This design comes from an exercise in tuning for small area and a short achievable clock period on the open sky130 flow, not from production work. Where RTL was checked, it was by simulation tests only, not by an equivalence proof against the original. Only the layout flow was run in runs 1 and 2; the RTL was not checked for function there. Power figures rest on the tool's default switching activity, not on a simulated workload.

==> flow/config.mk <==
export PLATFORM = sky130hd
export DESIGN_NAME = data_mem_sized
export DESIGN_NICKNAME = data_mem_sized
export VERILOG_FILES = /design/flow/design.v
export SDC_FILE = /design/flow/constraint.sdc
export NUM_CORES = 4
export LEC_CHECK = 0
export CAP_MARGIN = 20
export CORE_MARGIN = 2
export CORE_UTILIZATION = 40
export PLACE_DENSITY = 0.5
export SETUP_SLACK_MARGIN = 4.8
export SLEW_MARGIN = 20
export SYNTH_HIERARCHICAL = 1
export TNS_END_PERCENT = 5
==> flow/constraint.sdc <==
create_clock -name core_clock -period 8.0 [get_ports {clk}]
set_input_delay 1.6000 -clock core_clock [delete_from_list [all_inputs] [get_ports {clk}]]
set_output_delay 1.6000 -clock core_clock [all_outputs]
set_load 0.01 [all_outputs]
==> flow/design.v <==
`default_nettype none
module dm_a22o (
  input  logic a1, a2, b1, b2,
  output logic x
);
  assign x = (a1 & a2) | (b1 & b2);
endmodule
module dm_aoi222 (
  input  logic a1, a2, b1, b2, c1, c2,
  output logic y
);
  assign y = ~((a1 & a2) | (b1 & b2) | (c1 & c2));
endmodule
module data_mem_sized #(
  parameter int DEPTH     = 64,
  parameter int ADDR_W    = 8,
  parameter int LATENCY   = 1,
  parameter int INIT_MODE = 1
) (
  input  logic              clk,
  input  logic              rst,
  input  logic              req_valid,
  output logic              req_ready,
  input  logic              req_we,
  input  logic [1:0]        req_size,
  input  logic              req_unsigned,
  input  logic [ADDR_W-1:0] req_addr,
  input  logic [31:0]       req_wdata,
  output logic              resp_valid,
  output logic [31:0]       resp_rdata,
  output logic              resp_err,
  output logic              init_busy
);
  logic [2047:0] mem_q;    
  logic [2047:0] mem_d;
  logic        busy_q;
  logic        ready_q;
  logic [5:0]  cnt_q;
  logic        resp_valid_q;
  logic [31:0] resp_rdata_q;
  logic        resp_err_q;
  logic        req_err;
  logic        accept;
  logic        st;
  logic [31:0] rd_word;
  logic [7:0]  rd_byte;
  logic [15:0] rd_half;
  logic [31:0] load_data;
  logic [3:0]  lane_mask;
  logic [31:0] lane_data;
  assign accept = req_valid && !busy_q && !rst;
  always_comb begin
    case (req_size)
      2'b00:   req_err = 1'b0;
      2'b01:   req_err = req_addr[0];
      2'b10:   req_err = |req_addr[1:0];
      default: req_err = 1'b1;
    endcase
  end
  logic [7:0]  pre_lo, pre_hi;
  logic [63:0] rowsel;
  always_comb begin
    for (int i = 0; i < 8; i++) begin
      pre_lo[i] = busy_q || (req_addr[4:2] == 3'(i));
      pre_hi[i] = busy_q || (req_addr[7:5] == 3'(i));
    end
    for (int w = 0; w < 64; w++) rowsel[w] = pre_lo[w % 8] && pre_hi[w / 8];
  end
  logic [21:0] rd_term [32];
  for (genvar j = 0; j < 32; j++) begin : g_rcol
    for (genvar g = 0; g < 21; g++) begin : g_grp
      dm_aoi222 u_aoi (
        .a1(rowsel[3*g]),   .a2(mem_q[32*(3*g)+j]),
        .b1(rowsel[3*g+1]), .b2(mem_q[32*(3*g+1)+j]),
        .c1(rowsel[3*g+2]), .c2(mem_q[32*(3*g+2)+j]),
        .y(rd_term[j][g])
      );
    end
    assign rd_term[j][21] = ~(rowsel[63] & mem_q[32*63+j]);
    assign rd_word[j] = ~&rd_term[j];
  end
  always_comb begin
    case (req_addr[1:0])
      2'd0:    rd_byte = rd_word[7:0];
      2'd1:    rd_byte = rd_word[15:8];
      2'd2:    rd_byte = rd_word[23:16];
      default: rd_byte = rd_word[31:24];
    endcase
    rd_half = req_addr[1] ? rd_word[31:16] : rd_word[15:0];
    case (req_size)
      2'b00:   load_data = req_unsigned ? {24'b0, rd_byte} : {{24{rd_byte[7]}}, rd_byte};
      2'b01:   load_data = req_unsigned ? {16'b0, rd_half} : {{16{rd_half[15]}}, rd_half};
      default: load_data = rd_word;
    endcase
  end
  assign st = accept && req_we && !req_err;
  always_comb begin
    case (req_size)
      2'b00: begin
        lane_mask = 4'b0001 << req_addr[1:0];
        lane_data = {4{req_wdata[7:0]}};
      end
      2'b01: begin
        lane_mask = req_addr[1] ? 4'b1100 : 4'b0011;
        lane_data = {2{req_wdata[15:0]}};
      end
      default: begin
        lane_mask = 4'b1111;
        lane_data = req_wdata;
      end
    endcase
  end
  logic [3:0]  lane_en;
  logic [31:0] wd0, wd1;
  assign lane_en = busy_q ? 4'hF : (st ? lane_mask : 4'h0);
  assign wd0 = busy_q ? 32'h0 : lane_data;
  assign wd1 = busy_q ? 32'h1F : lane_data;
  for (genvar w = 0; w < 64; w++) begin : g_word
    for (genvar b = 0; b < 4; b++) begin : g_lane
      logic wen, hold;
      assign wen  = rowsel[w] & lane_en[b];
      assign hold = ~(rowsel[w] & lane_en[b]);
      for (genvar j = 0; j < 8; j++) begin : g_bit
        localparam int K = 8*b + j;
        dm_a22o u_nxt (
          .a1(wen),  .a2((((w % 32) >> K) & 1) != 0 ? wd1[K] : wd0[K]),
          .b1(hold), .b2(mem_q[32*w+K]),
          .x(mem_d[32*w+K])
        );
      end
    end
  end
  always_ff @(posedge clk) begin
    mem_q <= mem_d;
  end
  always_ff @(posedge clk) begin
    if (rst) begin
      busy_q  <= 1'b1;
      ready_q <= 1'b0;
      cnt_q   <= 6'd0;
    end else if (busy_q) begin
      cnt_q <= cnt_q + 6'd1;
      if (cnt_q == 6'd63) begin
        busy_q  <= 1'b0;
        ready_q <= 1'b1;
      end
    end
  end
  always_ff @(posedge clk) begin
    resp_valid_q <= accept;
    resp_err_q   <= req_err;
    resp_rdata_q <= (req_we || req_err) ? 32'b0 : load_data;
  end
  assign req_ready  = ready_q;
  assign init_busy  = busy_q;
  assign resp_valid = resp_valid_q;
  assign resp_rdata = resp_rdata_q;
  assign resp_err   = resp_err_q;
endmodule
`default_nettype wire
==> flow/run.sh <==
#!/bin/bash
# synth_recipe.tcl (not shown) runs the flow's synth.tcl, then flattens the netlist and writes it again
# the make line also repeats each setting of config.mk as NAME=value (left out here)
make -C /OpenROAD-flow-scripts/flow DESIGN_CONFIG=/design/flow/config.mk WORK_HOME=/design/flow/orfs CLKGATE_MAP_FILE= SYNTH_SCRIPT=/design/flow/synth_recipe.tcl finish
==> impl_metrics.xml, run 1 <==
<?xml version="1.0" encoding="UTF-8"?>
<metrics>
  <group name="logic_synthesis">
    <metric name="ys_seq_elements" unit="">2090</metric>
    <metric name="synth_largest_area_cell" unit="">sky130_fd_sc_hd__dfxtp_1</metric>
    <metric name="syn_area" unit="mm2">0.0727</metric>
    <metric name="yosysUniqueCellTypes" unit="">53</metric>
    <metric name="synth_largest_type_area_fraction" unit="%">57.5</metric>
    <metric name="number_of_enable_type_register_cells_in_the_synthesized_netlist" unit="">0</metric>
    <metric name="ys_seq_area_share" unit="%">57.5</metric>
    <metric name="ys_dominant_reg_cell" unit="">sky130_fd_sc_hd__dfxtp_1</metric>
    <metric name="synth_commonest_cells" unit="">sky130_fd_sc_hd__dfxtp_1 (2090), sky130_fd_sc_hd__a22o_1 (2048), sky130_fd_sc_hd__a222oi_1 (672)</metric>
    <metric name="synthesis.area_per_instance" unit="um2">12.0</metric>
    <metric name="synth_nets" unit="">6132</metric>
    <metric name="synthesis.yosys.warnings" unit="">9</metric>
    <metric name="synthArstFlopShare" unit="%">0</metric>
    <metric name="synth_area_leaders" unit="">sky130_fd_sc_hd__dfxtp_1 (58%), sky130_fd_sc_hd__a22o_1 (25%), sky130_fd_sc_hd__a222oi_1 (9.2%)</metric>
    <metric name="synthesis.instances" unit="">6084</metric>
    <metric name="yosysMostFrequentCell" unit="">sky130_fd_sc_hd__dfxtp_1</metric>
  </group>
  <group name="grt">
    <metric name="globalRouteTotalUtil" unit="%">32.1</metric>
    <metric name="globalRouteOverflowTotal" unit="">0</metric>
    <metric name="antenna_found_initial" unit="">12</metric>
    <metric name="pin_count_of_the_biggest_net_entering_global_routing" unit="">65</metric>
    <metric name="first_global_vias" unit="">59400</metric>
    <metric name="grt_pass1_wl" unit="um">442000</metric>
  </group>
  <group name="route">
    <metric name="drc" unit="">0</metric>
    <metric name="dr.first_iter.drc_count" unit="">10400</metric>
    <metric name="wl" unit="um">314000</metric>
    <metric name="firstDrtPassIters" unit="">10</metric>
    <metric name="routedWlPerCell" unit="um">33.7</metric>
    <metric name="routed_via_density" unit="">6.88</metric>
    <metric name="ant_nets" unit="">0</metric>
    <metric name="vias" unit="">64000</metric>
  </group>
  <group name="critical_path">
    <metric name="nature_of_the_critical_path_endpoint" unit="">flip-flop</metric>
    <metric name="worst_ep_required_time" unit="ns">8.73</metric>
    <metric name="worst_setup_path_start_kind" unit="">primary input</metric>
    <metric name="worstSetupStartpoint" unit="">req_addr[5]</metric>
    <metric name="worstPathMaxFanout" unit="">27</metric>
    <metric name="max_stage_delay" unit="ns">0.70</metric>
    <metric name="cpLargestDelayFamily" unit="">compound AO/OA/AOI/OAI gates</metric>
    <metric name="timing.rr.end" unit="">resp_rdata_q[14]</metric>
    <metric name="cp-endpoint" unit="">resp_rdata_q[14]</metric>
    <metric name="timing.reg2reg.setup_slack" unit="ns">3.57</metric>
    <metric name="reg2reg_depth" unit="">13</metric>
    <metric name="path_common_cell" unit="">sky130_fd_sc_hd__buf_8</metric>
    <metric name="setup.worst_path.class" unit="">primary input to flip-flop</metric>
    <metric name="critPathSlowestCell" unit="">sky130_fd_sc_hd__a222oi_1</metric>
    <metric name="worstReg2RegStart" unit="">busy_q</metric>
    <metric name="cp_num_buf_inv" unit="">5</metric>
    <metric name="arrival_worst_endpoint" unit="ns">5.53</metric>
    <metric name="path_depth" unit="">14</metric>
    <metric name="timing.critical_path.cells" unit="">buf_6, buf_8, buf_4, a31oi_4, buf_12, nor2_4, buf_8, a222oi_1, nand4_1, or4_4, a2111o_2, o211ai_4, a211oi_4, a221o_1</metric>
  </group>
  <group name="floorplanning">
    <metric name="chipWidth" unit="um">430</metric>
    <metric name="fp.dieH" unit="um">430</metric>
    <metric name="placement_rows" unit="">156</metric>
    <metric name="coreArea" unit="mm2">0.181</metric>
    <metric name="io_pins" unit="">83</metric>
    <metric name="floorplan.initialDensity" unit="%">40.2</metric>
    <metric name="design.die.area" unit="mm2">0.185</metric>
  </group>
  <group name="timing">
    <metric name="slew_viol_final" unit="">0</metric>
    <metric name="final-hold-violation-count" unit="">0</metric>
    <metric name="worstMarginPinSlew" unit="ns">1.21</metric>
    <metric name="report.final.setup_viol" unit="">0</metric>
    <metric name="final_worst_path_cycle_share" unit="%">60.0</metric>
    <metric name="rsz0062_at_grt" unit="">true</metric>
    <metric name="finalCriticalPeriod" unit="ns">4.80</metric>
    <metric name="fmax" unit="GHz">0.208</metric>
    <metric name="skew" unit="ns">0.0311</metric>
    <metric name="setup_tns" unit="ns">0</metric>
    <metric name="timing.max_slew.rel_slack" unit="%">18.7</metric>
  </group>
  <group name="clock_tree">
    <metric name="worst_skew_pair.late_latency" unit="ns">0.87</metric>
    <metric name="cts_hold_repair.buffers" unit="">0</metric>
    <metric name="htree_depth" unit="">4</metric>
    <metric name="clock_tree.root_cell" unit="">sky130_fd_sc_hd__clkbuf_16</metric>
    <metric name="cts.path.max_buffers" unit="">3</metric>
    <metric name="clk_transition_reported_paths" unit="ns">0.06</metric>
    <metric name="clock_tree_from_tritoncts" unit="">done</metric>
    <metric name="tritoncts.num_buffers" unit="">218</metric>
    <metric name="clock-sinks" unit="">2090</metric>
  </group>
  <group name="pwr">
    <metric name="switching_share" unit="%">20.9</metric>
    <metric name="p_leak" unit="nW">36.7</metric>
    <metric name="combinationalPowerShare" unit="%">0.7</metric>
    <metric name="power.density_cell_area" unit="mW/mm2">238</metric>
    <metric name="power.sequential.fraction" unit="%">48.6</metric>
    <metric name="fraction_of_power_consumed_by_the_clock_network" unit="%">50.7</metric>
    <metric name="power.net_switching" unit="mW">4.48</metric>
    <metric name="irDropWorstVdd" unit="V">0.000195</metric>
    <metric name="power_report.internal_total" unit="mW">17.0</metric>
  </group>
  <group name="worst_hold_path">
    <metric name="hold_path_class" unit="">flip-flop to flip-flop</metric>
    <metric name="hp-start" unit="">mem_q[1018]</metric>
  </group>
  <group name="placement">
    <metric name="detailedPlacementHpwl" unit="um">195000</metric>
    <metric name="placed_instances" unit="">8621</metric>
    <metric name="place.port_buffers" unit="">82</metric>
    <metric name="globalplace.congestion" unit="">0.902</metric>
  </group>
  <group name="final_layout">
    <metric name="area_added_between_synthesis_and_finish" unit="%">24.1</metric>
    <metric name="post_route_non_filler_standard_cell_count" unit="">9303</metric>
    <metric name="drive_above_1_share" unit="%">16.4</metric>
    <metric name="finalNetCount" unit="">6788</metric>
    <metric name="final.fill_count" unit="">16000</metric>
  </group>
  <group name="flow_run">
    <metric name="drv_cap" unit="">0</metric>
  </group>
  <group name="outcome">
    <metric name="outcome" unit="">finished clean</metric>
  </group>
</metrics>
-- Yosys stat by module, one instance, submodules excluded --
module          area, um2  cells inside  copies in the design
data_mem_sized      48100          3364                     1
dm_aoi222            10.0             1                   672
dm_a22o              8.76             1                  2048
-- worst min-delay path by stage --
stage / to / cells after the start
final: mem_q[1018] / 1
after global routing: mem_q[86] / 1
after CTS: mem_q[1559] / 1
after detailed placement: mem_q[293] / 1
after global placement: mem_q[1642] / 1
after floorplan: mem_q[104] / 1
-- state kept, by name, summed over array words and instances (netlist names) --
name / cells
mem_q: 2048
resp_rdata_q: 32
cnt_q: 6
resp_err_q: 1
ready_q: 1
busy_q: 1
resp_valid_q: 1
-- stage by stage --
step | area (um2) | utilization [%] | power [mW] | hold slack, ns | worst slack [ns]
after floorplan | 73300 | - | 10.7 | 0.438 | 3.32
after global routing | 90300 | 49.9 | 22.0 | 0.479 | 3.27
after global placement | 78400 | 43.4 | 10.8 | 0.450 | 0.527
after detailed placement | 78400 | 43.4 | 10.8 | 0.451 | 0.827
after CTS | 88800 | 49.1 | 21.5 | 0.471 | 3.16
final | 90300 | 49.9 | 21.4 | 0.470 | 3.20
-- cell type report --
type	count	area [um2]	area share, %
tap	2370	2970	3.28
clock buffer	337	6730	7.46
sequential	2090	41800	46.4
timing repair buffer	506	5310	5.88
multi-input combinational	3807	31800	35.3
clock inverter	70	975	1.08
antenna	6	15.0	0.0166
inverter	109	529	0.586
timing repair inverter	8	57.6	0.0638
-- placed cells by master (no fill, tap or decap), types with 55 or more instances in the layout --
| cell | instances |
|---|---|
| sky130_fd_sc_hd__clkbuf_16 | 230 |
| sky130_fd_sc_hd__clkbuf_8 | 66 |
| sky130_fd_sc_hd__nor2_1 | 150 |
| sky130_fd_sc_hd__dfxtp_1 | 2089 |
| sky130_fd_sc_hd__nand2_1 | 300 |
| sky130_fd_sc_hd__buf_4 | 304 |
| sky130_fd_sc_hd__nor2_4 | 60 |
| sky130_fd_sc_hd__a22o_1 | 2048 |
| sky130_fd_sc_hd__nand4_1 | 132 |
| sky130_fd_sc_hd__a222oi_1 | 672 |
| sky130_fd_sc_hd__nor3_1 | 55 |
| sky130_fd_sc_hd__inv_1 | 59 |
| sky130_fd_sc_hd__clkdlybuf4s50_1 | 66 |
-- worst register-to-register path, delay by kind of cell (launching register included) --
| kind | cells | cell delay, ns |
|---|---|---|
| compound gates | 3 | 1.28 |
| buf+inv | 5 | 1.02 |
| flops | 1 | 0.37 |
| mux | 1 | 0.30 |
| simple gates | 4 | 1.35 |
-- timing repair --
action	in CTS	in global routing
cloned	35	7
setup buffers	137	89
endpoints found under the setup margin	2116	2116
resized for setup	298	108
pin swaps	96	86
-- layer usage --
layer / part of all wire [%] / global-route usage, %
met2: 42 / 46.6
met4: 4.6 / 13.3
met3: 9.3 / 5.70
met5: 0.0041 / 0
met1: 44 / 46.6
-- logic make-up after synthesis --
kind of cell / count (synthesis) / synth area share [%]
AO/OA/AOI/OAI: 2856 / 35.3
flip-flops: 2090 / 57.5
AND/OR/NAND/NOR: 900 / 5.62
buffers and inverters: 208 / 1.15
multiplexers: 25 / 0.346
XOR/XNOR: 4 / 0.0482
adder cells (fa/ha/maj): 1 / 0.0172
-- power groups by stage --
| stage | Combinational, mW | Clock, mW | Sequential (mW) |
|---|---|---|---|
| finish | 0.160 | 10.9 | 10.4 |
| global route | 0.164 | 11.4 | 10.4 |
| CTS | 0.140 | 11.0 | 10.4 |
| detailed placement | 0.122 | 0 | 10.6 |
| global placement | 0.122 | 0 | 10.6 |
| floorplan | 0.0560 | 0 | 10.6 |
==> run 2: changes to the inputs <==
--- a/flow/design.v
+++ b/flow/design.v
@@ -7,7 +7,24 @@
 endmodule
-module dm_aoi222 (
-  input  logic a1, a2, b1, b2, c1, c2,
+module dm_rd8 (
+  input  logic [7:0] s,
+  input  logic [7:0] d,
+  output logic       y
+);
+  logic [3:0] t;
+  for (genvar i = 0; i < 4; i++) begin : g_t
+    assign t[i] = ~((s[2*i] & d[2*i]) | (s[2*i+1] & d[2*i+1]));
+  end
+  assign y = ~&t;
+endmodule
+module dm_nand4 (
+  input  logic a, b, c, d,
   output logic y
 );
-  assign y = ~((a1 & a2) | (b1 & b2) | (c1 & c2));
+  assign y = ~(a & b & c & d);
+endmodule
+module dm_nor2 (
+  input  logic a, b,
+  output logic y
+);
+  assign y = ~(a | b);
 endmodule
@@ -63,4 +80,4 @@
     for (int i = 0; i < 8; i++) begin
-      pre_lo[i] = busy_q || (req_addr[4:2] == 3'(i));
-      pre_hi[i] = busy_q || (req_addr[7:5] == 3'(i));
+      pre_lo[i] = (req_addr[4:2] == 3'(i));
+      pre_hi[i] = (req_addr[7:5] == 3'(i));
     end
@@ -68,14 +85,16 @@
   end
-  logic [21:0] rd_term [32];
   for (genvar j = 0; j < 32; j++) begin : g_rcol
-    for (genvar g = 0; g < 21; g++) begin : g_grp
-      dm_aoi222 u_aoi (
-        .a1(rowsel[3*g]),   .a2(mem_q[32*(3*g)+j]),
-        .b1(rowsel[3*g+1]), .b2(mem_q[32*(3*g+1)+j]),
-        .c1(rowsel[3*g+2]), .c2(mem_q[32*(3*g+2)+j]),
-        .y(rd_term[j][g])
-      );
+    logic [7:0]  t2;
+    logic [3:0]  t3;
+    for (genvar g = 0; g < 8; g++) begin : g_l2
+      logic [7:0] dcol;
+      for (genvar i = 0; i < 8; i++) begin : g_d
+        assign dcol[i] = mem_q[32*(8*g+i)+j];
+      end
+      dm_rd8 u_g (.s(rowsel[8*g +: 8]), .d(dcol), .y(t2[g]));
     end
-    assign rd_term[j][21] = ~(rowsel[63] & mem_q[32*63+j]);
-    assign rd_word[j] = ~&rd_term[j];
+    for (genvar g = 0; g < 4; g++) begin : g_l3
+      dm_nor2 u_g (.a(t2[2*g]), .b(t2[2*g+1]), .y(t3[g]));
+    end
+    dm_nand4 u_l4 (.a(t3[0]), .b(t3[1]), .c(t3[2]), .d(t3[3]), .y(rd_word[j]));
   end
@@ -114,3 +133,3 @@
   logic [31:0] wd0, wd1;
-  assign lane_en = busy_q ? 4'hF : (st ? lane_mask : 4'h0);
+  assign lane_en = st ? lane_mask : 4'h0;
   assign wd0 = busy_q ? 32'h0 : lane_data;
@@ -120,4 +139,4 @@
       logic wen, hold;
-      assign wen  = rowsel[w] & lane_en[b];
-      assign hold = ~(rowsel[w] & lane_en[b]);
+      assign wen  = (rowsel[w] & lane_en[b]) | busy_q;
+      assign hold = ~((rowsel[w] & lane_en[b]) | busy_q);
       for (genvar j = 0; j < 8; j++) begin : g_bit
--- a/flow/config.mk
+++ b/flow/config.mk
@@ -11,3 +11,3 @@
 export PLACE_DENSITY = 0.5
-export SETUP_SLACK_MARGIN = 4.8
+export SETUP_SLACK_MARGIN = 5
 export SLEW_MARGIN = 20
==> run 2 against run 1 <==
Sequential power hardly changed; global-route usage is 0.26 points lower; critical path type unchanged; core utilization is 0.56 points higher; sequential cell count stayed put; synthesized cell count is 8.9% higher; critical path depth is 1 lower; critical endpoint is now resp_rdata_q[8]; die area is 5.6% higher; register-to-register slack better by 1.1 ns; largest power group unchanged.
==> impl_metrics.xml, run 2 <==
<?xml version="1.0" encoding="UTF-8"?>
<metrics>
  <group name="outcome">
    <metric name="outcome" unit="">finished clean</metric>
  </group>
  <group name="logic_synthesis">
    <metric name="number_of_enable_type_register_cells_in_the_synthesized_netlist" unit="">0</metric>
    <metric name="ys_dominant_reg_cell" unit="">sky130_fd_sc_hd__dfxtp_1</metric>
    <metric name="yosysMostFrequentCell" unit="">sky130_fd_sc_hd__dfxtp_1</metric>
    <metric name="synth_commonest_cells" unit="">sky130_fd_sc_hd__dfxtp_1 (2090), sky130_fd_sc_hd__a22o_1 (2048), sky130_fd_sc_hd__a22oi_1 (1047)</metric>
    <metric name="ys_seq_area_share" unit="%">54.5</metric>
    <metric name="synth_area_leaders" unit="">sky130_fd_sc_hd__dfxtp_1 (54%), sky130_fd_sc_hd__a22o_1 (23%), sky130_fd_sc_hd__a22oi_1 (10%)</metric>
    <metric name="yosysUniqueCellTypes" unit="">58</metric>
    <metric name="synth_largest_area_cell" unit="">sky130_fd_sc_hd__dfxtp_1</metric>
    <metric name="synth_nets" unit="">6671</metric>
    <metric name="synth_largest_type_area_fraction" unit="%">54.5</metric>
    <metric name="synthesis.yosys.warnings" unit="">7</metric>
    <metric name="synthArstFlopShare" unit="%">0</metric>
    <metric name="ys_seq_elements" unit="">2090</metric>
    <metric name="syn_area" unit="mm2">0.0768</metric>
    <metric name="synthesis.instances" unit="">6623</metric>
    <metric name="synthesis.area_per_instance" unit="um2">11.6</metric>
  </group>
  <group name="route">
    <metric name="drc" unit="">0</metric>
    <metric name="ant_nets" unit="">0</metric>
    <metric name="routed_via_density" unit="">6.74</metric>
    <metric name="routedWlPerCell" unit="um">33.1</metric>
    <metric name="vias" unit="">67500</metric>
    <metric name="dr.first_iter.drc_count" unit="">7465</metric>
    <metric name="firstDrtPassIters" unit="">6</metric>
    <metric name="wl" unit="um">331000</metric>
  </group>
  <group name="grt">
    <metric name="grt_pass1_wl" unit="um">467000</metric>
    <metric name="antenna_found_initial" unit="">7</metric>
    <metric name="globalRouteOverflowTotal" unit="">0</metric>
    <metric name="pin_count_of_the_biggest_net_entering_global_routing" unit="">146</metric>
    <metric name="globalRouteTotalUtil" unit="%">31.8</metric>
    <metric name="first_global_vias" unit="">64100</metric>
  </group>
  <group name="timing">
    <metric name="final_worst_path_cycle_share" unit="%">44.2</metric>
    <metric name="hold_slack" unit="ns">0.469</metric>
    <metric name="finalCriticalPeriod" unit="ns">3.54</metric>
    <metric name="worstMarginPinSlew" unit="ns">1.20</metric>
    <metric name="fmax" unit="GHz">0.283</metric>
    <metric name="rsz0062_at_grt" unit="">true</metric>
    <metric name="setup_slack" unit="ns">4.46</metric>
    <metric name="setup_tns" unit="ns">0</metric>
    <metric name="final-hold-violation-count" unit="">0</metric>
    <metric name="timing.max_slew.rel_slack" unit="%">20.2</metric>
    <metric name="skew" unit="ns">0.0340</metric>
    <metric name="report.final.setup_viol" unit="">0</metric>
    <metric name="slew_viol_final" unit="">0</metric>
  </group>
  <group name="final_layout">
    <metric name="finish.utilization" unit="%">50.5</metric>
    <metric name="regArea" unit="mm2">0.0419</metric>
    <metric name="finalNetCount" unit="">7354</metric>
    <metric name="layout_top_registers" unit="">mem_q: 2048 flops, resp_rdata_q: 32 flops, cnt_q: 6 flops</metric>
    <metric name="layout_commonest_cell" unit="">sky130_fd_sc_hd__dfxtp_1</metric>
    <metric name="area_added_between_synthesis_and_finish" unit="%">25.3</metric>
    <metric name="multi_input_logic_area" unit="mm2">0.0371</metric>
    <metric name="drive_above_1_share" unit="%">20.4</metric>
    <metric name="largest_reg_flops" unit="">2048</metric>
    <metric name="layout_common_cells" unit="">sky130_fd_sc_hd__dfxtp_1 (2064), sky130_fd_sc_hd__a22o_1 (2048), sky130_fd_sc_hd__a22oi_1 (937)</metric>
    <metric name="final.fill_count" unit="">16900</metric>
    <metric name="postLayoutCellArea" unit="mm2">0.0962</metric>
    <metric name="top_register" unit="">mem_q</metric>
  </group>
  <group name="placement">
    <metric name="globalplace.congestion" unit="">0.872</metric>
    <metric name="detailedPlacementHpwl" unit="um">189000</metric>
    <metric name="place.port_buffers" unit="">82</metric>
    <metric name="pre_cts_slack" unit="ns">1.69</metric>
    <metric name="postPlaceCellArea" unit="mm2">0.0815</metric>
  </group>
  <group name="floorplanning">
    <metric name="chipWidth" unit="um">442</metric>
    <metric name="fp.dieH" unit="um">442</metric>
    <metric name="io_pins" unit="">83</metric>
    <metric name="placement_rows" unit="">160</metric>
    <metric name="coreArea" unit="mm2">0.191</metric>
    <metric name="floorplan.initialDensity" unit="%">40.3</metric>
    <metric name="design.die.area" unit="mm2">0.196</metric>
  </group>
  <group name="clock_tree">
    <metric name="tritoncts.num_buffers" unit="">221</metric>
    <metric name="cts.path.max_buffers" unit="">3</metric>
    <metric name="htree_depth" unit="">4</metric>
    <metric name="clock_tree_from_tritoncts" unit="">done</metric>
    <metric name="clock_tree.root_cell" unit="">sky130_fd_sc_hd__clkbuf_16</metric>
    <metric name="worst_skew_pair.late_latency" unit="ns">0.89</metric>
    <metric name="clk_transition_reported_paths" unit="ns">0.06</metric>
    <metric name="clock-sinks" unit="">2090</metric>
  </group>
  <group name="critical_path">
    <metric name="cpLargestDelayFamily" unit="">simple AND/OR/NAND/NOR gates</metric>
    <metric name="path_common_cell" unit="">sky130_fd_sc_hd__buf_12</metric>
    <metric name="cp_num_buf_inv" unit="">4</metric>
    <metric name="arrival_worst_endpoint" unit="ns">4.28</metric>
    <metric name="worst_setup_path_start_kind" unit="">primary input</metric>
    <metric name="worst_ep_required_time" unit="ns">8.74</metric>
    <metric name="setup.worst_path.class" unit="">primary input to flip-flop</metric>
    <metric name="worstPathMaxFanout" unit="">7</metric>
    <metric name="critPathSlowestCell" unit="">sky130_fd_sc_hd__mux4_2</metric>
    <metric name="timing.critical_path.cells" unit="">buf_12, nand2b_4, buf_12, buf_12, nor2_4, a22oi_1, nand4_1, nor2_4, nand4_1, buf_6, mux4_2, a21oi_4, nor3_2</metric>
    <metric name="max_stage_delay" unit="ns">0.52</metric>
    <metric name="nature_of_the_critical_path_endpoint" unit="">flip-flop</metric>
  </group>
  <group name="pwr">
    <metric name="p_leak" unit="nW">35.7</metric>
    <metric name="power.density_cell_area" unit="mW/mm2">226</metric>
    <metric name="irDropWorstVdd" unit="V">0.000258</metric>
  </group>
  <group name="flow_run">
    <metric name="drv_cap" unit="">0</metric>
  </group>
  <group name="worst_hold_path">
    <metric name="hold_path_class" unit="">flip-flop to flip-flop</metric>
  </group>
</metrics>
-- run 2: final timing paths --
| kind | depth (start not counted) | slack, ns | from | to |
|---|---|---|---|---|
| setup / recovery | 13 | 4.46 | req_addr[2] | resp_rdata_q[8] |
| hold reg to reg | 1 | 0.47 | mem_q[985] | mem_q[985] |
| hold / removal | 1 | 0.47 | mem_q[985] | mem_q[985] |
| setup reg to reg | 6 | 4.71 | busy_q | mem_q[1379] |
-- run 2: cells by family after synthesis --
| group | synth area share (%) |
|---|---|
| simple gates | 4.68 |
| buf+inv | 1.40 |
| xor+xnor | 0.0456 |
| flops | 54.5 |
| compound gates | 38.9 |
| fa+ha+maj | 0.0163 |
| mux | 0.520 |
-- run 2: metrics by stage --
stage | power, mW | std cells
final | 21.8 | 10000
after global routing | 22.3 | 10000
after detailed placement | 10.9 | 9146
after CTS | 21.8 | 9894
after global placement | 10.9 | 9144
after floorplan | 10.8 | 6623
-- run 2: per-layer routing --
layer	vias up	share of wire, %	GRT usage, %
li1	29400	-	-
met1	34100	41	41.6
met2	3177	46	50.6
met3	720	7.2	5.45
met4	6	5.5	15.9
met5	-	0.024	0
-- run 2: where the power goes --
part	switching (mW)	internal (mW)
Clock	4.43	6.44
Sequential	0.00737	10.4
Combinational	0.320	0.180
-- run 2: area by class of cell --
cell class	instances	area share, %
inverter	5	0.0234
clock inverter	73	1.00
tap	2511	3.26
sequential	2090	43.5
antenna	6	0.0156
clock buffer	337	6.98
timing repair buffer	565	6.66
multi-input combinational	4423	38.5
-- run 2: per-module statistics from Yosys, one instance, submodules excluded --
module          flops+latches  area, um2
dm_nor2                     0       3.75
data_mem_sized           2090      48900
dm_rd8                      0       36.3
dm_a22o                     0       8.76
dm_nand4                    0       6.26
-- run 2: what timing repair did --
item | in CTS | in global routing
setup endpoints to repair | 2116 | 2074
pin swaps | 198 | 112
gates resized for setup | 537 | 183
setup buffers | 243 | 94
gates cloned | 95 | 16
hold buffers | 0 | 0
==> run 3: changes to the inputs <==
--- a/flow/design.v
+++ b/flow/design.v
@@ -23,2 +23,9 @@
   assign y = ~(a & b & c & d);
+endmodule
+module dm_sign (
+  input  logic [3:0] sel,
+  input  logic [3:0] b7,
+  output logic       s
+);
+  assign s = |(sel & b7);
 endmodule
@@ -62,4 +69,2 @@
   logic [31:0] rd_word;
-  logic [7:0]  rd_byte;
-  logic [15:0] rd_half;
   logic [31:0] load_data;
@@ -100,15 +105,56 @@
   end
-  always_comb begin
-    case (req_addr[1:0])
-      2'd0:    rd_byte = rd_word[7:0];
-      2'd1:    rd_byte = rd_word[15:8];
-      2'd2:    rd_byte = rd_word[23:16];
-      default: rd_byte = rd_word[31:24];
+  logic       ld;           
+  logic [3:0] sel0;         
+  logic       sel1_lo;      
+  logic       sel1_hi;      
+  logic       selw;         
+  logic [3:0] ssel;         
+  logic [3:0] ssel_b;       
+  assign ld = !req_we && !req_err;
+  always_comb begin
+    sel0    = 4'b0000;
+    sel1_lo = 1'b0;
+    sel1_hi = 1'b0;
+    selw    = 1'b0;
+    ssel    = 4'b0000;
+    case (req_size)
+      2'b00: begin
+        sel0 = 4'b0001 << req_addr[1:0];
+        ssel = req_unsigned ? 4'b0000 : (4'b0001 << req_addr[1:0]);
+      end
+      2'b01: begin
+        sel0    = req_addr[1] ? 4'b0100 : 4'b0001;
+        sel1_lo = !req_addr[1];
+        sel1_hi = req_addr[1];
+        ssel    = req_unsigned ? 4'b0000 : (req_addr[1] ? 4'b1000 : 4'b0010);
+      end
+      default: begin
+        sel0    = 4'b0001;
+        sel1_lo = 1'b1;
+        selw    = 1'b1;
+      end
     endcase
-    rd_half = req_addr[1] ? rd_word[31:16] : rd_word[15:0];
-    case (req_size)
-      2'b00:   load_data = req_unsigned ? {24'b0, rd_byte} : {{24{rd_byte[7]}}, rd_byte};
-      2'b01:   load_data = req_unsigned ? {16'b0, rd_half} : {{16{rd_half[15]}}, rd_half};
-      default: load_data = rd_word;
-    endcase
+    ssel_b = (req_size == 2'b00) ? ssel : 4'b0000;
+    if (!ld) begin
+      ssel_b  = 4'b0000;
+      sel0    = 4'b0000;
+      sel1_lo = 1'b0;
+      sel1_hi = 1'b0;
+      selw    = 1'b0;
+      ssel    = 4'b0000;
+    end
+  end
+  logic [2:0] sgn;
+  for (genvar c = 0; c < 3; c++) begin : g_sgn
+    dm_sign u_sgn (.sel(c == 0 ? ssel_b : ssel),
+                   .b7({rd_word[31], rd_word[23], rd_word[15], rd_word[7]}), .s(sgn[c]));
+  end
+  always_comb begin
+    for (int k = 0; k < 8; k++) begin
+      load_data[k]    = (sel0[0] & rd_word[k])      | (sel0[1] & rd_word[8+k])
+                      | (sel0[2] & rd_word[16+k])   | (sel0[3] & rd_word[24+k]);
+      load_data[8+k]  = (sel1_lo & rd_word[8+k]) | (sel1_hi & rd_word[24+k]) | sgn[0];
+      load_data[16+k] = (selw & rd_word[16+k]) | sgn[1];
+      load_data[24+k] = (selw & rd_word[24+k]) | sgn[2];
+    end
   end
@@ -170,3 +216,3 @@
     resp_err_q   <= req_err;
-    resp_rdata_q <= (req_we || req_err) ? 32'b0 : load_data;
+    resp_rdata_q <= load_data;
   end
--- a/flow/config.mk
+++ b/flow/config.mk
@@ -10,2 +10,4 @@
 export CORE_UTILIZATION = 40
+export CTS_CLUSTER_DIAMETER = 100
+export CTS_CLUSTER_SIZE = 25
 export PLACE_DENSITY = 0.5
==> run 3 against run 2 <==
Non-clock buffer count is 94 lower; sequential cell count unchanged; die area fell by 0.34%; sequential share of layout area is 3.2 points higher; area after synthesis fell by 0.34%; cell area fell by 6.9%; power decreased by 23%; clock skew up 0.00066 ns; synthesized cell count rose by 0.24%; core utilization fell by 3.4 points; hold slack improved by 0.0075 ns; critical endpoint is now resp_rdata_q[10].
==> impl_metrics.xml, run 3 <==
<?xml version="1.0" encoding="UTF-8"?>
<metrics>
  <group name="worst_hold_path">
    <metric name="min_to" unit="">mem_q[1312]</metric>
    <metric name="hp-start" unit="">mem_q[1312]</metric>
    <metric name="worstHoldPathCells" unit="">1</metric>
    <metric name="hold_path_class" unit="">flip-flop to flip-flop</metric>
  </group>
  <group name="logic_synthesis">
    <metric name="ys_seq_area_share" unit="%">54.6</metric>
    <metric name="synthArstFlopShare" unit="%">0</metric>
    <metric name="synth_largest_area_cell" unit="">sky130_fd_sc_hd__dfxtp_1</metric>
    <metric name="ys_seq_elements" unit="">2090</metric>
    <metric name="synth_largest_type_area_fraction" unit="%">54.6</metric>
    <metric name="number_of_enable_type_register_cells_in_the_synthesized_netlist" unit="">0</metric>
    <metric name="synth_nets" unit="">6687</metric>
    <metric name="syn_area" unit="mm2">0.0766</metric>
    <metric name="synth_area_leaders" unit="">sky130_fd_sc_hd__dfxtp_1 (55%), sky130_fd_sc_hd__a22o_1 (23%), sky130_fd_sc_hd__a22oi_1 (10%)</metric>
    <metric name="synthesis.instances" unit="">6639</metric>
    <metric name="ys_dominant_reg_cell" unit="">sky130_fd_sc_hd__dfxtp_1</metric>
    <metric name="synthesis.yosys.warnings" unit="">7</metric>
    <metric name="synth_commonest_cells" unit="">sky130_fd_sc_hd__dfxtp_1 (2090), sky130_fd_sc_hd__a22o_1 (2048), sky130_fd_sc_hd__a22oi_1 (1030)</metric>
    <metric name="yosysUniqueCellTypes" unit="">45</metric>
    <metric name="yosysMostFrequentCell" unit="">sky130_fd_sc_hd__dfxtp_1</metric>
    <metric name="synthesis.area_per_instance" unit="um2">11.5</metric>
  </group>
  <group name="timing">
    <metric name="final_worst_path_cycle_share" unit="%">45.4</metric>
    <metric name="timing.max_slew.rel_slack" unit="%">17.9</metric>
    <metric name="slew_viol_final" unit="">0</metric>
    <metric name="finalCriticalPeriod" unit="ns">3.64</metric>
    <metric name="fmax" unit="GHz">0.275</metric>
    <metric name="worstMarginPinSlew" unit="ns">1.22</metric>
    <metric name="setup_slack" unit="ns">4.36</metric>
    <metric name="hold_slack" unit="ns">0.477</metric>
    <metric name="rsz0062_at_grt" unit="">true</metric>
    <metric name="final-hold-violation-count" unit="">0</metric>
    <metric name="setup_tns" unit="ns">0</metric>
    <metric name="report.final.setup_viol" unit="">0</metric>
    <metric name="skew" unit="ns">0.0347</metric>
  </group>
  <group name="floorplanning">
    <metric name="coreArea" unit="mm2">0.190</metric>
    <metric name="floorplan.initialDensity" unit="%">40.3</metric>
    <metric name="design.die.area" unit="mm2">0.195</metric>
    <metric name="chipWidth" unit="um">442</metric>
    <metric name="io_pins" unit="">83</metric>
    <metric name="fp.dieH" unit="um">442</metric>
    <metric name="placement_rows" unit="">160</metric>
  </group>
  <group name="final_layout">
    <metric name="postLayoutCellArea" unit="mm2">0.0896</metric>
    <metric name="layout_common_cells" unit="">sky130_fd_sc_hd__dfxtp_1 (2068), sky130_fd_sc_hd__a22o_1 (2048), sky130_fd_sc_hd__a22oi_1 (978)</metric>
    <metric name="layout_top_registers" unit="">mem_q: 2048 flops, resp_rdata_q: 32 flops, cnt_q: 6 flops</metric>
    <metric name="finish.utilization" unit="%">47.1</metric>
    <metric name="layout_commonest_cell" unit="">sky130_fd_sc_hd__dfxtp_1</metric>
    <metric name="drive_above_1_share" unit="%">16.7</metric>
    <metric name="largest_reg_flops" unit="">2048</metric>
    <metric name="top_register" unit="">mem_q</metric>
    <metric name="finalNetCount" unit="">7038</metric>
    <metric name="area_added_between_synthesis_and_finish" unit="%">17.1</metric>
  </group>
  <group name="grt">
    <metric name="grt-busiest-layer" unit="">met2</metric>
    <metric name="globalRouteOverflowTotal" unit="">0</metric>
    <metric name="antenna_found_initial" unit="">13</metric>
    <metric name="pin_count_of_the_biggest_net_entering_global_routing" unit="">129</metric>
    <metric name="met2_usage" unit="%">52.3</metric>
    <metric name="globalRouteTotalUtil" unit="%">32.9</metric>
    <metric name="met3_usage" unit="%">5.10</metric>
    <metric name="grt_pass1_wl" unit="um">472000</metric>
    <metric name="grt.met1_usage" unit="%">43.4</metric>
    <metric name="first_global_vias" unit="">62400</metric>
  </group>
  <group name="flow_run">
    <metric name="drv_cap" unit="">0</metric>
  </group>
  <group name="route">
    <metric name="routedWlPerCell" unit="um">35.7</metric>
    <metric name="wl" unit="um">340000</metric>
    <metric name="ant_nets" unit="">0</metric>
    <metric name="firstDrtPassIters" unit="">6</metric>
    <metric name="vias" unit="">66700</metric>
    <metric name="drc" unit="">0</metric>
    <metric name="dr.first_iter.drc_count" unit="">8441</metric>
    <metric name="routed_via_density" unit="">7.00</metric>
  </group>
  <group name="clock_tree">
    <metric name="cts.path.max_buffers" unit="">3</metric>
    <metric name="htree_depth" unit="">3</metric>
    <metric name="worst_skew_pair.late_latency" unit="ns">0.81</metric>
    <metric name="clk_transition_reported_paths" unit="ns">0.11</metric>
    <metric name="clock_tree_from_tritoncts" unit="">done</metric>
    <metric name="tritoncts.num_buffers" unit="">96</metric>
    <metric name="clock_tree.root_cell" unit="">sky130_fd_sc_hd__clkbuf_16</metric>
    <metric name="clock-sinks" unit="">2090</metric>
    <metric name="cts_hold_repair.buffers" unit="">0</metric>
  </group>
  <group name="critical_path">
    <metric name="worstReg2RegStart" unit="">busy_q</metric>
    <metric name="nature_of_the_critical_path_endpoint" unit="">flip-flop</metric>
    <metric name="worstSetupStartpoint" unit="">req_addr[6]</metric>
    <metric name="critPathSlowestCell" unit="">sky130_fd_sc_hd__nor2_4</metric>
    <metric name="cp_num_buf_inv" unit="">6</metric>
    <metric name="max_stage_delay" unit="ns">0.32</metric>
    <metric name="path_common_cell" unit="">sky130_fd_sc_hd__buf_6</metric>
    <metric name="setup.worst_path.class" unit="">primary input to flip-flop</metric>
    <metric name="cpLargestDelayFamily" unit="">simple AND/OR/NAND/NOR gates</metric>
    <metric name="worstPathMaxFanout" unit="">8</metric>
    <metric name="timing.rr.end" unit="">mem_q[1259]</metric>
    <metric name="timing.reg2reg.setup_slack" unit="ns">4.83</metric>
    <metric name="arrival_worst_endpoint" unit="ns">4.34</metric>
    <metric name="worst_ep_required_time" unit="ns">8.70</metric>
    <metric name="timing.critical_path.cells" unit="">buf_6, buf_8, buf_12, nand4b_1, buf_6, buf_6, nor2_4, buf_12, a22oi_2, nand4_1, nor2_4, nand4_1, a22oi_2, nand2_2, a221o_1</metric>
    <metric name="reg2reg_depth" unit="">6</metric>
    <metric name="worst_setup_path_start_kind" unit="">primary input</metric>
  </group>
  <group name="pwr">
    <metric name="irDropWorstVdd" unit="V">0.000163</metric>
    <metric name="power.density_cell_area" unit="mW/mm2">187</metric>
    <metric name="p_leak" unit="nW">32.3</metric>
  </group>
  <group name="placement">
    <metric name="globalplace.congestion" unit="">0.904</metric>
    <metric name="place.port_buffers" unit="">82</metric>
    <metric name="postPlaceCellArea" unit="mm2">0.0816</metric>
    <metric name="pre_cts_slack" unit="ns">2.08</metric>
    <metric name="detailedPlacementHpwl" unit="um">192000</metric>
  </group>
  <group name="outcome">
    <metric name="outcome" unit="">finished clean</metric>
  </group>
</metrics>
run 3: changes by cell type in the layout (fill, tap and decap cells not counted), moves of 53 or more:
cell,delta
sky130_fd_sc_hd__clkbuf_8,-53
sky130_fd_sc_hd__a31o_2,+139
sky130_fd_sc_hd__a22oi_2,-58
sky130_fd_sc_hd__a31oi_1,+114
sky130_fd_sc_hd__a21o_1,-102
sky130_fd_sc_hd__buf_4,-114
sky130_fd_sc_hd__a21oi_1,-112
sky130_fd_sc_hd__clkbuf_16,-138
run 3: area by class of cell:
type	instances	area [um2]
diodes	7	17.5
clock buffers	100	2440
clock inverters	14	181
fillers	17300	101000
inverters	2	11.3
multi-input cells	4329	36100
flip-flops and latches	2090	41900
well taps	2511	3140
repair buffers	471	5860
run 3: Yosys stat by module, one instance, submodules excluded:
| module | copies in the design | flops+latches |
|---|---|---|
| dm_rd8 | 256 | 0 |
| dm_nor2 | 128 | 0 |
| dm_a22o | 2048 | 0 |
| dm_sign | 3 | 0 |
| data_mem_sized | 1 | 2090 |
| dm_nand4 | 32 | 0 |
run 3: power breakdown:
part / total (mW) / internal [mW] / switching, mW
Sequential: 10.4 / 10.4 / 0.00426
Combinational: 0.553 / 0.159 / 0.394
Clock: 5.80 / 2.28 / 3.52
Total: 16.8 / 12.8 / 3.92
run 3: cell families (layout without fill, tap and decap cells):
family | count (synthesis) | after routing | share of synthesized area, %
AOI/OAI and AO/OA | 3653 | 3657 | 39.2
xor gates and xnor gates | 5 | 5 | 0.0572
adders and majority gates | 1 | 1 | 0.0163
buffers and inverters | 253 | 587 | 1.45
DFF | 2090 | 2090 | 54.6
muxes | 25 | 25 | 0.340
other | 0 | 7 | 0
and+or+nand+nor | 612 | 641 | 4.31
run 3: per-stage QoR:
stage | power [mW] | std cells
after floorplan | 10.8 | 6639
after global placement | 11.0 | 9124
after detailed placement | 11.0 | 9125
after CTS | 16.8 | 9448
after global routing | 17.2 | 9522
final | 16.8 | 9524
run 3: metal layers:
layer	vias to the layer above	share of wire, %	wire [um]
met5	-	0.0038	13
met4	2	6.5	22000
met3	740	7.3	24700
met2	3366	45	154000
met1	33900	41	139000
li1	28700	-	-
run 3: worst reg2reg max path, delay by kind of cell, from the launching register on:
family	cells	cell delay, ns
buffers and inverters	4	1.96
AOI/OAI and AO/OA	2	0.73
DFF	1	0.36
run 3: worst max-delay path by stage:
stage,cells past startpoint,to,slack (ns)
2_1_floorplan,11,resp_rdata_q[10],4.36
3_3_place_gp,10,resp_rdata_q[18],2.04
4_1_cts,1,resp_rdata[0],4.31
3_5_place_dp,10,resp_rdata_q[23],2.08
6_report,15,resp_rdata_q[10],4.36
5_1_grt,12,resp_rdata_q[0],4.36
run 3: timing repair:
item	4_1_cts	5_1_grt
resized for setup	309	309
buffers inserted	161	53
endpoints found under the setup margin	2116	2108
pin swaps	94	118
gates cloned	48	15
endpoints found under the hold margin	0	0
==> run 4: changes to the inputs <==
--- a/flow/config.mk
+++ b/flow/config.mk
@@ -16,2 +16,2 @@
 export SYNTH_HIERARCHICAL = 1
-export TNS_END_PERCENT = 5
+export TNS_END_PERCENT = 100
==> run 4 against run 3 <==
Power grew 1.2%; critical path depth shrank 2; still clean; largest cell class unchanged; critical endpoint is now resp_rdata_q[29]; highest routed layer unchanged; global-route usage grew 0.56 points; critical path type unchanged.
==> impl_metrics.xml, run 4 <==
<?xml version="1.0" encoding="UTF-8"?>
<metrics>
  <group name="logic_synthesis">
    <metric name="yosysUniqueCellTypes" unit="">45</metric>
    <metric name="synthesis.yosys.warnings" unit="">7</metric>
    <metric name="yosysMostFrequentCell" unit="">sky130_fd_sc_hd__dfxtp_1</metric>
    <metric name="synth_largest_type_area_fraction" unit="%">54.6</metric>
    <metric name="synth_commonest_cells" unit="">sky130_fd_sc_hd__dfxtp_1 (2090), sky130_fd_sc_hd__a22o_1 (2048), sky130_fd_sc_hd__a22oi_1 (1030)</metric>
    <metric name="synthesis.area_per_instance" unit="um2">11.5</metric>
    <metric name="ys_seq_elements" unit="">2090</metric>
    <metric name="synthArstFlopShare" unit="%">0</metric>
    <metric name="ys_seq_area_share" unit="%">54.6</metric>
    <metric name="syn_area" unit="mm2">0.0766</metric>
    <metric name="synth_largest_area_cell" unit="">sky130_fd_sc_hd__dfxtp_1</metric>
    <metric name="number_of_enable_type_register_cells_in_the_synthesized_netlist" unit="">0</metric>
    <metric name="ys_dominant_reg_cell" unit="">sky130_fd_sc_hd__dfxtp_1</metric>
    <metric name="synth_nets" unit="">6687</metric>
    <metric name="synth_area_leaders" unit="">sky130_fd_sc_hd__dfxtp_1 (55%), sky130_fd_sc_hd__a22o_1 (23%), sky130_fd_sc_hd__a22oi_1 (10%)</metric>
    <metric name="synthesis.instances" unit="">6639</metric>
  </group>
  <group name="critical_path">
    <metric name="critPathSlowestCell" unit="">sky130_fd_sc_hd__nand4_1</metric>
    <metric name="nature_of_the_critical_path_endpoint" unit="">flip-flop</metric>
    <metric name="worst_setup_path_start_kind" unit="">primary input</metric>
    <metric name="timing.critical_path.cells" unit="">buf_12, nand2b_4, buf_8, buf_4, nor2_4, a22oi_2, nand4_1, nor2_2, nand4_1, buf_4, a22oi_2, nand2_4, a21o_1</metric>
    <metric name="arrival_worst_endpoint" unit="ns">4.09</metric>
    <metric name="worstPathMaxFanout" unit="">16</metric>
    <metric name="setup.worst_path.class" unit="">primary input to flip-flop</metric>
    <metric name="max_stage_delay" unit="ns">0.28</metric>
    <metric name="worst_ep_required_time" unit="ns">8.68</metric>
  </group>
  <group name="timing">
    <metric name="fmax" unit="GHz">0.293</metric>
    <metric name="timing.max_slew.rel_slack" unit="%">19.3</metric>
    <metric name="report.final.setup_viol" unit="">0</metric>
    <metric name="final_worst_path_cycle_share" unit="%">42.6</metric>
    <metric name="setup_tns" unit="ns">0</metric>
    <metric name="final-hold-violation-count" unit="">0</metric>
    <metric name="finalCriticalPeriod" unit="ns">3.41</metric>
    <metric name="worstMarginPinSlew" unit="ns">1.21</metric>
    <metric name="skew" unit="ns">0.0403</metric>
    <metric name="slew_viol_final" unit="">0</metric>
    <metric name="rsz0062_at_grt" unit="">true</metric>
  </group>
  <group name="route">
    <metric name="dr.first_iter.drc_count" unit="">7799</metric>
    <metric name="routed_via_density" unit="">7.00</metric>
    <metric name="firstDrtPassIters" unit="">8</metric>
    <metric name="routedWlPerCell" unit="um">35.9</metric>
    <metric name="wl" unit="um">342000</metric>
    <metric name="vias" unit="">66800</metric>
    <metric name="drc" unit="">0</metric>
    <metric name="ant_nets" unit="">0</metric>
  </group>
  <group name="grt">
    <metric name="antenna_found_initial" unit="">9</metric>
    <metric name="grt.met1_usage" unit="%">43.8</metric>
    <metric name="grt_pass1_wl" unit="um">480000</metric>
    <metric name="globalRouteOverflowTotal" unit="">0</metric>
    <metric name="met3_usage" unit="%">4.60</metric>
    <metric name="pin_count_of_the_biggest_net_entering_global_routing" unit="">126</metric>
    <metric name="globalRouteTotalUtil" unit="%">33.5</metric>
    <metric name="grt-busiest-layer" unit="">met2</metric>
    <metric name="first_global_vias" unit="">63300</metric>
    <metric name="met2_usage" unit="%">53.5</metric>
  </group>
  <group name="clock_tree">
    <metric name="cts_hold_repair.buffers" unit="">0</metric>
    <metric name="clock_tree_from_tritoncts" unit="">done</metric>
    <metric name="cts.path.max_buffers" unit="">3</metric>
    <metric name="tritoncts.num_buffers" unit="">97</metric>
    <metric name="htree_depth" unit="">3</metric>
    <metric name="clock-sinks" unit="">2090</metric>
    <metric name="clock_tree.root_cell" unit="">sky130_fd_sc_hd__clkbuf_16</metric>
    <metric name="clk_transition_reported_paths" unit="ns">0.11</metric>
    <metric name="worst_skew_pair.late_latency" unit="ns">0.80</metric>
  </group>
  <group name="floorplanning">
    <metric name="coreArea" unit="mm2">0.190</metric>
    <metric name="chipWidth" unit="um">442</metric>
    <metric name="placement_rows" unit="">160</metric>
    <metric name="io_pins" unit="">83</metric>
    <metric name="design.die.area" unit="mm2">0.195</metric>
    <metric name="fp.dieH" unit="um">442</metric>
    <metric name="floorplan.initialDensity" unit="%">40.3</metric>
  </group>
  <group name="flow_run">
    <metric name="drv_cap" unit="">0</metric>
  </group>
  <group name="final_layout">
    <metric name="largest_reg_flops" unit="">2048</metric>
    <metric name="layout_top_registers" unit="">mem_q: 2048 flops, resp_rdata_q: 32 flops, cnt_q: 6 flops</metric>
    <metric name="top_register" unit="">mem_q</metric>
    <metric name="layout_common_cells" unit="">sky130_fd_sc_hd__dfxtp_1 (2056), sky130_fd_sc_hd__a22o_1 (2048), sky130_fd_sc_hd__a22oi_1 (960)</metric>
    <metric name="layout_commonest_cell" unit="">sky130_fd_sc_hd__dfxtp_1</metric>
    <metric name="area_added_between_synthesis_and_finish" unit="%">20.8</metric>
    <metric name="drive_above_1_share" unit="%">20.6</metric>
    <metric name="finalNetCount" unit="">7043</metric>
  </group>
  <group name="pwr">
    <metric name="power.density_cell_area" unit="mW/mm2">183</metric>
    <metric name="p_leak" unit="nW">32.7</metric>
    <metric name="irDropWorstVdd" unit="V">0.000175</metric>
    <metric name="fin_total_pwr" unit="mW">17.0</metric>
  </group>
  <group name="placement">
    <metric name="globalplace.congestion" unit="">0.913</metric>
    <metric name="detailedPlacementHpwl" unit="um">198000</metric>
    <metric name="place.port_buffers" unit="">82</metric>
  </group>
  <group name="outcome">
    <metric name="outcome" unit="">finished clean</metric>
  </group>
  <group name="worst_hold_path">
    <metric name="hold_path_class" unit="">flip-flop to flip-flop</metric>
  </group>
</metrics>
## run 4: cell families (layout without fill, tap and decap cells)
kind of cell             Yosys count  in the layout  share of synthesized area, %
other                              0              3                             0
flip-flops                      2090           2090                          54.6
multiplexers                      25             25                         0.340
AND/OR/NAND/NOR                  612            640                          4.31
XOR/XNOR                           5              5                        0.0572
buffers and inverters            253            602                          1.45
adder cells (fa/ha/maj)            1              1                        0.0163
AO/OA/AOI/OAI                   3653           3656                          39.2
## run 4: Yosys stat by module, one instance, submodules excluded
module,flops+latches,cells,times used
dm_a22o,0,1,2048
dm_sign,0,3,3
dm_nor2,0,1,128
dm_rd8,0,5,256
dm_nand4,0,1,32
data_mem_sized,2090,3142,1
## run 4: area by class of cell
class | instances | area, um2
Fill cell | 16800 | 97700
Sequential cell | 2090 | 42000
Multi-Input combinational cell | 4327 | 38500
Timing Repair Buffer | 477 | 6070
Tap cell | 2511 | 3140
Clock buffer | 109 | 2600
Clock inverter | 14 | 174
Inverter | 2 | 7.51
Antenna cell | 3 | 7.51
## run 4: metrics by stage
| step | worst slack, ns | hold WS [ns] | utilization [%] | std cells | area, um2 |
|---|---|---|---|---|---|
| finish | 4.59 | 0.478 | 48.6 | 9533 | 92500 |
| global route | 4.62 | 0.487 | 48.6 | 9532 | 92500 |
| CTS | 4.71 | 0.478 | 48.0 | 9483 | 91200 |
| detailed placement | 2.17 | 0.453 | 43.6 | 9118 | 83000 |
| global placement | 2.22 | 0.451 | 43.6 | 9117 | 83000 |
| floorplan | 4.36 | 0.440 | - | 6639 | 79300 |
## run 4: worst max-delay path, delay by kind of cell
kind | cells | cell delay (ns)
AOI/OAI and AO/OA | 3 | 0.58
and+or+nand+nor | 6 | 1.24
buffers and inverters | 4 | 0.65
## run 4: metal layers
layer	wire length [um]	vias to the layer above	share of wire, %
met3	23800	809	7.0
met5	24	-	0.0070
met1	140000	33700	41
li1	-	28800	-
met4	22700	4	6.6
met2	156000	3461	46
## run 4: final timing paths
check / slack, ns / start / cells after the start / endpoint
max reg2reg: 5.11 / busy_q / 6 / mem_q[1089]
min reg2reg: 0.48 / mem_q[1002] / 1 / mem_q[1002]
max: 4.59 / req_addr[4] / 13 / resp_rdata_q[29]
min: 0.48 / mem_q[1002] / 1 / mem_q[1002]
## run 4: power by group
| group | leakage, nW | switching (mW) | internal (mW) | total, mW |
|---|---|---|---|---|
| registers | 16.9 | 0.00393 | 10.4 | 10.4 |
| logic | 14.5 | 0.438 | 0.189 | 0.628 |
| clock network | 1.35 | 3.55 | 2.38 | 5.93 |
## run 4: timing repair
action	4_1_cts	5_1_grt
gates resized for setup	815	140
pin swaps	163	85
setup endpoints to repair	2116	1454
cloned	60	8
buffers inserted	182	38
==> run 5: changes to the inputs <==
--- a/flow/config.mk
+++ b/flow/config.mk
@@ -9,6 +9,6 @@
 export CORE_MARGIN = 2
-export CORE_UTILIZATION = 40
+export CORE_UTILIZATION = 55
 export CTS_CLUSTER_DIAMETER = 100
 export CTS_CLUSTER_SIZE = 25
-export PLACE_DENSITY = 0.5
+export PLACE_DENSITY = 0.65
 export SETUP_SLACK_MARGIN = 5
@@ -16,2 +16,2 @@
 export SYNTH_HIERARCHICAL = 1
-export TNS_END_PERCENT = 100
+export TNS_END_PERCENT = 5
==> run 5 against run 4 <==
Still clean on timing, DRC and antenna; non-clock buffer count grew 26; cell area shrank 2.5%; setup slack worse by 0.12 ns; critical path depth decreased by 1; first-iteration DRC count rose by 31%; critical endpoint is now resp_rdata_q[14]; largest cell class unchanged.
==> impl_metrics.xml, run 5 <==
<?xml version="1.0" encoding="UTF-8"?>
<metrics>
  <group name="logic_synthesis">
    <metric name="synth_largest_area_cell" unit="">sky130_fd_sc_hd__dfxtp_1</metric>
    <metric name="synthesis.area_per_instance" unit="um2">11.5</metric>
    <metric name="yosysMostFrequentCell" unit="">sky130_fd_sc_hd__dfxtp_1</metric>
    <metric name="synth_nets" unit="">6687</metric>
    <metric name="ys_seq_area_share" unit="%">54.6</metric>
    <metric name="ys_dominant_reg_cell" unit="">sky130_fd_sc_hd__dfxtp_1</metric>
    <metric name="synthArstFlopShare" unit="%">0</metric>
    <metric name="synth_largest_type_area_fraction" unit="%">54.6</metric>
    <metric name="synthesis.instances" unit="">6639</metric>
    <metric name="ys_seq_elements" unit="">2090</metric>
    <metric name="yosysUniqueCellTypes" unit="">45</metric>
    <metric name="synth_area_leaders" unit="">sky130_fd_sc_hd__dfxtp_1 (55%), sky130_fd_sc_hd__a22o_1 (23%), sky130_fd_sc_hd__a22oi_1 (10%)</metric>
    <metric name="synth_commonest_cells" unit="">sky130_fd_sc_hd__dfxtp_1 (2090), sky130_fd_sc_hd__a22o_1 (2048), sky130_fd_sc_hd__a22oi_1 (1030)</metric>
    <metric name="syn_area" unit="mm2">0.0766</metric>
    <metric name="synthesis.yosys.warnings" unit="">7</metric>
    <metric name="number_of_enable_type_register_cells_in_the_synthesized_netlist" unit="">0</metric>
  </group>
  <group name="timing">
    <metric name="worstMarginPinSlew" unit="ns">1.38</metric>
    <metric name="slew_viol_final" unit="">0</metric>
    <metric name="final-hold-violation-count" unit="">0</metric>
    <metric name="timing.max_slew.rel_slack" unit="%">7.80</metric>
    <metric name="final_worst_path_cycle_share" unit="%">44.2</metric>
    <metric name="fmax" unit="GHz">0.283</metric>
    <metric name="hold_slack" unit="ns">0.478</metric>
    <metric name="finalCriticalPeriod" unit="ns">3.53</metric>
    <metric name="setup_slack" unit="ns">4.47</metric>
    <metric name="report.final.setup_viol" unit="">0</metric>
    <metric name="skew" unit="ns">0.0254</metric>
    <metric name="rsz0062_at_grt" unit="">true</metric>
    <metric name="setup_tns" unit="ns">0</metric>
  </group>
  <group name="grt">
    <metric name="globalRouteOverflowTotal" unit="">0</metric>
    <metric name="globalRouteTotalUtil" unit="%">42.0</metric>
    <metric name="antenna_found_initial" unit="">22</metric>
    <metric name="pin_count_of_the_biggest_net_entering_global_routing" unit="">161</metric>
    <metric name="grt_pass1_wl" unit="um">446000</metric>
    <metric name="first_global_vias" unit="">63000</metric>
  </group>
  <group name="clock_tree">
    <metric name="clock-sinks" unit="">2090</metric>
    <metric name="worst_skew_pair.late_latency" unit="ns">0.76</metric>
    <metric name="htree_depth" unit="">3</metric>
    <metric name="cts.path.max_buffers" unit="">3</metric>
    <metric name="clock_tree_from_tritoncts" unit="">done</metric>
    <metric name="clock_tree.root_cell" unit="">sky130_fd_sc_hd__clkbuf_16</metric>
    <metric name="tritoncts.num_buffers" unit="">93</metric>
    <metric name="clk_transition_reported_paths" unit="ns">0.10</metric>
  </group>
  <group name="route">
    <metric name="routedWlPerCell" unit="um">35.9</metric>
    <metric name="firstDrtPassIters" unit="">8</metric>
    <metric name="drc" unit="">0</metric>
    <metric name="ant_nets" unit="">0</metric>
    <metric name="dr.first_iter.drc_count" unit="">10200</metric>
    <metric name="vias" unit="">68600</metric>
    <metric name="routed_via_density" unit="">7.79</metric>
    <metric name="wl_met2" unit="um">129000</metric>
    <metric name="wl" unit="um">316000</metric>
    <metric name="met3WireLength" unit="um">43600</metric>
    <metric name="route.top_layer_used" unit="">met5</metric>
    <metric name="m1WireLength" unit="um">125000</metric>
  </group>
  <group name="floorplanning">
    <metric name="fp.dieH" unit="um">377</metric>
    <metric name="coreArea" unit="mm2">0.138</metric>
    <metric name="placement_rows" unit="">136</metric>
    <metric name="floorplan.initialDensity" unit="%">55.5</metric>
    <metric name="design.die.area" unit="mm2">0.142</metric>
    <metric name="io_pins" unit="">83</metric>
    <metric name="chipWidth" unit="um">377</metric>
  </group>
  <group name="final_layout">
    <metric name="layout_commonest_cell" unit="">sky130_fd_sc_hd__dfxtp_1</metric>
    <metric name="finalNetCount" unit="">7052</metric>
    <metric name="area_added_between_synthesis_and_finish" unit="%">17.8</metric>
    <metric name="layout_common_cells" unit="">sky130_fd_sc_hd__dfxtp_1 (2061), sky130_fd_sc_hd__a22o_1 (2048), sky130_fd_sc_hd__a22oi_1 (970)</metric>
    <metric name="multi_input_logic_area" unit="mm2">0.0374</metric>
    <metric name="postLayoutCellArea" unit="mm2">0.0902</metric>
    <metric name="final.fill_count" unit="">10700</metric>
    <metric name="layout_top_registers" unit="">mem_q: 2048 flops, resp_rdata_q: 32 flops, cnt_q: 6 flops</metric>
    <metric name="drive_above_1_share" unit="%">19.9</metric>
    <metric name="finish.utilization" unit="%">65.4</metric>
    <metric name="post_route_non_filler_standard_cell_count" unit="">8812</metric>
    <metric name="top_register" unit="">mem_q</metric>
    <metric name="largest_reg_flops" unit="">2048</metric>
    <metric name="regArea" unit="mm2">0.0419</metric>
  </group>
  <group name="critical_path">
    <metric name="nature_of_the_critical_path_endpoint" unit="">flip-flop</metric>
    <metric name="reg2reg_depth" unit="">5</metric>
    <metric name="setup.worst_path.class" unit="">primary input to flip-flop</metric>
    <metric name="worst_ep_required_time" unit="ns">8.64</metric>
    <metric name="worstPathMaxFanout" unit="">32</metric>
    <metric name="arrival_worst_endpoint" unit="ns">4.17</metric>
    <metric name="worst_setup_path_start_kind" unit="">primary input</metric>
  </group>
  <group name="placement">
    <metric name="detailedPlacementHpwl" unit="um">185000</metric>
    <metric name="postPlaceCellArea" unit="mm2">0.0807</metric>
    <metric name="place.port_buffers" unit="">82</metric>
    <metric name="globalplace.congestion" unit="">0.986</metric>
    <metric name="pre_cts_slack" unit="ns">1.81</metric>
    <metric name="placed_instances" unit="">8416</metric>
  </group>
  <group name="pwr">
    <metric name="power_report.internal_total" unit="mW">12.7</metric>
    <metric name="power.density_cell_area" unit="mW/mm2">182</metric>
    <metric name="fin_total_pwr" unit="mW">16.4</metric>
    <metric name="combinationalPowerShare" unit="%">3.5</metric>
    <metric name="switching_share" unit="%">22.6</metric>
    <metric name="p_leak" unit="nW">32.8</metric>
    <metric name="fraction_of_power_consumed_by_the_clock_network" unit="%">33.3</metric>
    <metric name="power.sequential.fraction" unit="%">63.3</metric>
    <metric name="irDropWorstVdd" unit="V">0.000217</metric>
    <metric name="power.net_switching" unit="mW">3.72</metric>
  </group>
  <group name="worst_hold_path">
    <metric name="hold_path_class" unit="">flip-flop to flip-flop</metric>
    <metric name="worstHoldPathCells" unit="">1</metric>
  </group>
  <group name="outcome">
    <metric name="outcome" unit="">finished clean</metric>
  </group>
  <group name="flow_run">
    <metric name="drv_cap" unit="">0</metric>
  </group>
</metrics>
run 5: cell count changes in the layout (fill, tap and decap cells not counted), sizes merged, moves of 5 or more:
cell	previous run	this run
clkbuf	120	107
dlymetal6s2s	0	17
clkinv	5	0
clkdlybuf4s15	6	0
clkdlybuf4s50	32	41
dlygate4sd2	2	8
nor2	262	248
run 5: repair_timing:
| action | CTS | global route |
|---|---|---|
| resized for setup | 747 | 147 |
| endpoints found under the setup margin | 2116 | 2116 |
| setup buffers | 194 | 46 |
| pin swaps | 178 | 64 |
| gates cloned | 38 | 9 |
| hold buffers | 0 | 0 |
run 5: logic make-up after synthesis:
logic type      share of synthesized area [%]
compound gates                           39.2
simple gates                             4.31
xor+xnor                               0.0572
fa+ha+maj                              0.0163
flops                                    54.6
mux                                     0.340
buf+inv                                  1.45
run 5: cell type report:
class | count | share of cell area, %
clock inverter | 6 | 0.0610
multi-input combinational | 4314 | 41.4
tap | 1794 | 2.49
antenna | 7 | 0.0194
sequential | 2090 | 46.5
clock buffer | 96 | 2.64
inverter | 2 | 0.0125
timing repair buffer | 503 | 6.88
run 5: layer usage:
layer / vias up / track usage, %
li1: 28700 / -
met2: 4989 / 59.0
met4: 24 / 20.9
met1: 33900 / 57.6
met3: 1002 / 13.6
met5: - / 0
run 5: per-module statistics from Yosys, one instance, submodules excluded:
module / flops+latches / area, um2
dm_nor2: 0 / 3.75
dm_sign: 0 / 18.8
data_mem_sized: 2090 / 48600
dm_a22o: 0 / 8.76
dm_rd8: 0 / 36.3
dm_nand4: 0 / 6.26
run 5: final timing paths:
| path | start | to | slack, ns |
|---|---|---|---|
| worst min register to register | mem_q[231] | mem_q[231] | 0.48 |
| worst max-delay path | req_addr[3] | resp_rdata_q[14] | 4.47 |
| worst max register to register | busy_q | mem_q[1100] | 4.81 |
| worst min-delay path | mem_q[231] | mem_q[231] | 0.48 |
run 5: worst max-delay path: stages:
cell                        delay [ns]
sky130_fd_sc_hd__buf_12           0.16
sky130_fd_sc_hd__nand4bb_4        0.27
sky130_fd_sc_hd__buf_4            0.16
sky130_fd_sc_hd__nor2_4           0.04
sky130_fd_sc_hd__buf_8            0.18
sky130_fd_sc_hd__a22oi_2          0.18
sky130_fd_sc_hd__nand4_1          0.25
sky130_fd_sc_hd__nor2_4           0.29
sky130_fd_sc_hd__nand4_1          0.25
sky130_fd_sc_hd__a22oi_2          0.32
sky130_fd_sc_hd__nand2_4          0.13
sky130_fd_sc_hd__a221o_1          0.28
run 5: power groups by stage:
stage / combinational (mW) / sequential (mW) / clock, mW
floorplan: 0.188 / 10.6 / 0
global placement: 0.335 / 10.6 / 0
detailed placement: 0.338 / 10.6 / 0
CTS: 0.510 / 10.4 / 5.48
global route: 0.566 / 10.4 / 5.84
finish: 0.572 / 10.4 / 5.47

port drivers added, routing unchanged:
No port has a modelled driver above. Below, the same layouts with a new extraction and two added sets of constraints. Step 1: set_driving_cell puts a clkbuf_16 on clk and a buf_2 on each other input, an assumption about the parent block. Step 2 times the ports against the registers' clock, not the clock port: input delays grow and output delays shrink by t, the midpoint of the rising clock arrivals with the driver on. Three values: ideal ports, drivers, drivers and shift; two values: the first two.
| run | shift t [ns] | slack for setup (ns) | worst hold slack (ns) |
|---|---|---|---|
| run 1 | 0.928 | 3.202 / 3.087 / 2.159 | 0.470 / 0.470 / 0.470 |
| run 2 | 0.962 | 4.461 / 4.316 / 3.353 | 0.469 / 0.469 / 0.469 |
| run 3 | 0.881 | 4.365 / 4.346 / 3.465 | 0.477 / 0.477 / 0.477 |
| run 4 | 0.867 | 4.588 / 4.426 / 3.559 | 0.478 / 0.478 / 0.478 |
| run 5 | 0.837 | 4.467 / 4.307 / 3.469 | 0.478 / 0.478 / 0.478 |
After both steps setup and hold are still met in every run listed. The setup slack of run 2, which loses most, moves by -0.145 ns with the drivers and by -1.108 ns with both steps.
